Source: an optimization exercise on an open RTL-to-GDS flow (aim: small area, a short achievable clock period and few clock cycles per item). Production flows keep margins and buffers that such runs may drop. Only simulation tests tie the RTL to the original design; equivalence was not proved.

==> 08-16: inputs <==
==> flow/design.v (excerpt) <==
module muldiv_unit (
    input  logic        clk,
    input  logic        rst,
    input  logic        start,
    input  logic [2:0]  op,
    input  logic [31:0] a,
    input  logic [31:0] b,
    output logic        busy,
    output logic [31:0] hi,
    output logic [31:0] lo
);
make LEC_CHECK=0 ABC_AREA=1 CAP_MARGIN=20 CORE_MARGIN=2 CORE_UTILIZATION=40 SLEW_MARGIN=20 SYNTH_HIERARCHICAL=1 finish   # period 150.0 ns
run.sh (not shown) runs the stock make flow with config.mk's settings and CLKGATE_MAP_FILE= SYNTH_SCRIPT=/design/flow/synth_recipe.tcl, a recipe that flattens the netlist after the stock synthesis.
==> 09-06: changes against 08-16 <==
--- a/flow/config.mk
+++ b/flow/config.mk
@@ -10,4 +10,3 @@
 export CORE_MARGIN = 2
 export CORE_UTILIZATION = 40
 export SLEW_MARGIN = 20
-export SYNTH_HIERARCHICAL = 1
==> comparison table <==
Share of the clock period used by the worst path: 09-06 21.4%; 08-16 21.7%
Fraction of the yosys area taken by sequential cells: 09-06 13.5%; 08-16 12.7%
Max frequency: 09-06 0.0312 GHz; 08-16 0.0307 GHz
Non-Clock Buffer Area Fraction: 09-06 6.67%; 08-16 6.75%
Yosys top cell area share: 09-06 25.4%; 08-16 24.3%
Result of the run: 09-06 no timing/DRC/antenna violations; 08-16 no timing/DRC/antenna violations
Number of vias per cell after detailed routing: 09-06 5.62; 08-16 5.51
Fraction of the mapped netlist area in adder cells: 09-06 28.4%; 08-16 27.0%
Startpoint of the worst register-to-register path: 09-06 opr[0]$_DFFE_PN_; 08-16 X[31]$_DFFE_PP_
Wire length on met3: 09-06 9.79 mm; 08-16 8.68 mm
Layout Cells excl Fill: 09-06 4618; 08-16 4706
Area Overhead vs Synth: 09-06 11.4%; 08-16 6.21%
Total of clock buffers placed in the layout: 09-06 21; 08-16 17
Drt initial violations: 09-06 2916; 08-16 2653
Minimum period implied by the final worst setup slack: 09-06 32.07 ns; 08-16 32.53 ns
Post-Place Setup Slack: 09-06 117.40 ns; 08-16 117.09 ns
Testbench counts of 08-16, summed over its fixed seeds: cycles 40,931, ops 12,000.
Testbench counts of 09-06, summed over its fixed seeds: cycles 40,931, ops 12,000.

========
==> try-quartz <==
muldiv_unit, a different RTL version from the one above (not shown whole).
Design muldiv_unit, start of the top module:
module muldiv_unit (
    input  logic        clk,
    input  logic        rst,
    input  logic        start,
    input  logic [2:0]  op,
    input  logic [31:0] a,
    input  logic [31:0] b,
    output logic        busy,
    output logic [31:0] hi,
    output logic [31:0] lo
);
    function automatic logic [5:0] clz32(input logic [31:0] v);
        clz32 = 6'd32;
        for (int i = 0; i < 32; i++)
            if (v[i]) clz32 = 6'(31 - i);
    endfunction
    function automatic logic [31:0] cneg(input logic [31:0] x, input logic s);
        logic o;
        o = 1'b0;
        for (int i = 0; i < 32; i++) begin
            cneg[i] = x[i] ^ (s & o);
            o = o | x[i];
        end
    endfunction
    logic        busy_r, first;
    logic [3:0]  cnt;
    logic [1:0]  opr;
    logic        qneg_r, aneg_r, bneg_r;
    logic [31:0] X;
    logic [34:0] M;
    assign busy = busy_r;
    logic is_mul, sgn_mul, sgn_div, sgn;
    assign is_mul  = ~opr[1];
    assign sgn_mul = (opr == 2'd0);
    assign sgn_div = (opr == 2'd2);
    assign sgn     = sgn_mul | sgn_div;
    logic xneg, mneg;
  ...
==> flow/config.mk <==
export PLATFORM = sky130hd
export DESIGN_NAME = muldiv_unit
export DESIGN_NICKNAME = muldiv_unit
export VERILOG_FILES = /design/flow/design.v
export SDC_FILE = /design/flow/constraint.sdc
export NUM_CORES = 4
export LEC_CHECK = 0
export ABC_AREA = 1
export CAP_MARGIN = 20
export CORE_MARGIN = 2
export CORE_UTILIZATION = 40
export SLEW_MARGIN = 20
export SYNTH_HIERARCHICAL = 1
==> flow/constraint.sdc <==
create_clock -name core_clock -period 150.0 [get_ports {clk}]
set_input_delay 30.0000 -clock core_clock [delete_from_list [all_inputs] [get_ports {clk}]]
set_output_delay 30.0000 -clock core_clock [all_outputs]
set_load 0.01 [all_outputs]
standard.sh (not shown) runs the stock make flow with config.mk's settings and CLKGATE_MAP_FILE= SYNTH_SCRIPT=/design/flow/synth_recipe.tcl, a recipe that flattens the netlist after the stock synthesis.
==> flow/flow/run.sh <==
#!/bin/bash
# Layout flow: the standard ORFS flow (standard.sh) with two changes.
#  1. Synthesis maps the logic with flow/abc_area.script, an area-oriented
#     ABC script (map -a, then buffering and sizing). Registers are mapped
#     before ABC runs, so they are exactly the standard synthesis's.
#  2. Ports are buffered with sky130_fd_sc_hd__buf_2 cells.
# Each tool's log is under orfs/logs/; make's own output is in flow_make.log.
set -euo pipefail
W=$(pwd)
rm -rf "$W/scripts_mod"
cp -r "$FLOW_HOME/scripts" "$W/scripts_mod"
cp "$W/flow/abc_area.script" "$W/scripts_mod/abc_area.script"
export SCRIPTS_DIR="$W/scripts_mod"
export BUFFER_PORTS_ARGS="-buffer_cell sky130_fd_sc_hd__buf_2"
bash "$W/standard.sh" > "$W/flow_make.log" 2>&1
==> flow/flow/abc_area.script <==
strash
dch
map -a
topo
stime -c
buffer -c
upsize -c
dnsize -c
==> try-garnet (differences from try-quartz) <==
--- a/flow/design.v
+++ b/flow/design.v
@@ -45,39 +45,43 @@
     logic [2:0] nd;
     assign swap  = cm > cx;
     assign cmax  = swap ? cm : cx;
     assign nbits = 6'd32 + {5'd0, sgn_mul} - cmax;
     always_comb begin
         nd = 3'((nbits + 6'd7) >> 3);
         if (nd == 3'd0) nd = 3'd1;
     end
-    logic [6:0] dd;
-    logic [3:0] dj;
+    logic [5:0] lza;
+    logic signed [6:0] dd;
     logic [4:0] nq;
-    assign dd = {1'b0, cm} - {1'b0, cx} + {6'd0, xneg};
-    assign dj = dd[6] ? 4'd0 : (dd[5] ? 4'd15 : dd[4:1]);
-    assign nq = {1'b0, dj} + 5'd1;
+    assign lza = xneg ? (cx - 6'd1) : cx;
+    assign dd  = 7'({1'b0, cm}) - 7'({1'b0, lza});
+    always_comb begin
+        if (dd[6]) nq = 5'd1;
+        else if (dd > 7'sd30) nq = 5'd16;
+        else nq = 5'((dd + 7'sd2) >> 1);
+    end
     logic bzero;
     assign bzero = (M[31:0] == 32'd0);
     logic [4:0] ntot;
     always_comb begin
         if (is_mul) ntot = {2'd0, nd};
         else if (bzero) ntot = 5'd1;
         else ntot = nq;
     end
     logic [31:0] Xa;
     assign Xa = cneg(X, xneg);
     logic [31:0] mplr0;
     logic [32:0] shin;
     logic [3:0]  shj;
     logic [34:0] shout;
     assign mplr0 = swap ? M[31:0] : X;
     assign shin  = is_mul ? {1'b0, mplr0} : {M[31:0], 1'b0};
-    assign shj   = is_mul ? {nd[1:0] == 2'd0 ? 2'd0 : ~nd[1:0] + 2'd1, 2'b00} : dj;
+    assign shj   = is_mul ? {nd[1:0] == 2'd0 ? 2'd0 : ~nd[1:0] + 2'd1, 2'b00} : 4'(nq - 5'd1);
     assign shout = {{2{mneg}}, shin} << {shj, 1'b0};
     logic [32:0] mcand;
     logic [31:0] mplr;
     logic [8:0]  dig;
     logic        corr;
     logic [63:0] pin, psh, pnew;
     logic [42:0] ws;
     assign mcand = first ? {sgn_mul & (swap ? X[31] : M[31]), (swap ? X : M[31:0])} : M[32:0];
==> summary.md <==
| Metric | Value |
|---|---|
| Worst Hold End | aneg_r |
| Synth unique cells | 65 |
| Total number of vias | 24400 |
| Grt met1 use | 0.428 |
| Fin Clk Skew | 0.0211 ns |
| Seq/Total Area, Yosys | 0.140 |
| Largest fanout on the critical path | 6 |
| Sequential cell area share | 0.128 |
| Met3 wire length | ~9.6 mm |
| Status | no timing/DRC/antenna violations |
The numbers above come from try-garnet.

==> summary.md <==
| Metric | Value |
|---|---|
| Worst Hold End | lo[7] |
| Total number of vias | 24200 |
| Largest fanout on the critical path | 36 |
| Sequential cell area share | 0.127 |
| Grt met1 use | 0.433 |
| Met3 wire length | 10.3 mm |
| Synth unique cells | 71 |
| Status | no timing/DRC/antenna violations |
The numbers above come from try-quartz.

Testbench counts of try-quartz, summed over its fixed seeds: cycles 40,931, ops 12,000.
Testbench counts of try-garnet, summed over its fixed seeds: cycles 40,931, ops 12,000.

========
==> job 7372 <==
muldiv_unit with an RTL version that a note above also has.
## muldiv_unit
module muldiv_unit (
    input  logic        clk,
    input  logic        rst,
    input  logic        start,
    input  logic [2:0]  op,
    input  logic [31:0] a,
    input  logic [31:0] b,
    output logic        busy,
    output logic [31:0] hi,
    output logic [31:0] lo
);
export LEC_CHECK = 0
export ABC_AREA = 1
export CAP_MARGIN = 20
export CORE_MARGIN = 2
export CORE_UTILIZATION = 40
export CTS_CLUSTER_SIZE = 40
export SLEW_MARGIN = 20
export SYNTH_HIERARCHICAL = 1
create_clock -name core_clock -period 150.0 [get_ports {clk}]
Scripts as last shown in full above: flow/flow/run.sh, flow/flow/abc_area.script
==> inputs of job 1413, as changes to job 7372 <==
CTS_CLUSTER_DIAMETER = 200   (was default)
==> comparison table <==
| metric | job 7372 | job 1413 |
|---|---|---|
| Run status | complete, no violations | complete, no violations |
| Max Clk Rate | 32.0 MHz | 32.0 MHz |
| Crit path depth | 1 | 1 |
| Area share of buffers outside the clock network | 0.0545 | 0.0545 |
| Post-CTS Hold Buffers | 0 | 0 |
| Largest area contributor in the netlist | sky130_fd_sc_hd__fa_1 | sky130_fd_sc_hd__fa_1 |
| Final worst path period share | 0.209 | 0.209 |
| Crit Reg-Reg Endpoint | hi[31] | hi[31] |
| Share of layout cells above drive strength 1 | 0.104 | 0.104 |
| DRC violation count after routing | 0 | 0 |
| Sequential cell count | 141 | 141 |
| Multi-input gates | 2645 | 2645 |
| Finished Cell Area | 25000 um^2 | 25000 um^2 |
| Vias per std cell | 5.94 | 5.94 |
| Final number of setup-violating endpoints | 0 | 0 |
| Post-synthesis instance area | 22900 um^2 | 22900 um^2 |
| Number of distinct library cell variants in the gate-level netlist after synthesis | 65 | 65 |
| Setup TNS after final layout | 0 ns | 0 ns |
| Antenna cell count | 0 | 0 |
| Nature of the critical path endpoint | primary output | primary output |
Testbench counts of job 7372, summed over its fixed seeds: cycles 40,931, ops 12,000.
Testbench counts of job 1413, summed over its fixed seeds: cycles 40,931, ops 12,000.

## re-timing with driven ports
How much do the figures lean on ideal ports? The routed layouts below were timed once more, with nothing changed but the port constraints. Step 1: set_driving_cell puts a clkbuf_16 on clk and a buf_2 on each other input, an assumption about the parent block. Step 2 adds t to the input delays and takes it off the output delays; t is the mean of the earliest and latest rising clock arrival at the registers after step 1. Input paths then give back, and output paths get back, about the clock's delay inside the block. a / b / c = ideal / step 1 / step 2; a / b = the first two.
| run | shift t [ns] | setup slack, ns | latest minus earliest clock arrival (ns) | worst register clock-pin slew, ns | worst slew at a driven data input, ns |
|---|---|---|---|---|---|
| 08-16 | 0.565 | 117.475 / 117.510 / 116.945 | 0.018 / 0.019 | 0.08 / 0.08 | 0.04 |
| 09-06 | 0.564 | 117.935 / 117.973 / 117.410 | 0.014 / 0.015 | 0.08 / 0.08 | 0.06 |
| try-quartz | 0.549 | 118.394 / 118.339 / 118.267 | 0.019 / 0.020 | 0.08 / 0.08 | 0.06 |
| try-garnet | 0.559 | 118.703 / 118.646 / 118.390 | 0.021 / 0.021 | 0.08 / 0.08 | 0.04 |
| job 7372 | 0.559 | 118.703 / 118.646 / 118.390 | 0.021 / 0.021 | 0.08 / 0.08 | 0.04 |
| job 1413 | 0.559 | 118.703 / 118.646 / 118.390 | 0.021 / 0.021 | 0.08 / 0.08 | 0.04 |
After both steps setup and hold are still met in every run listed. For 08-16, which loses most, drivers alone change the setup slack by +0.035 ns; drivers and shift together by -0.530 ns.
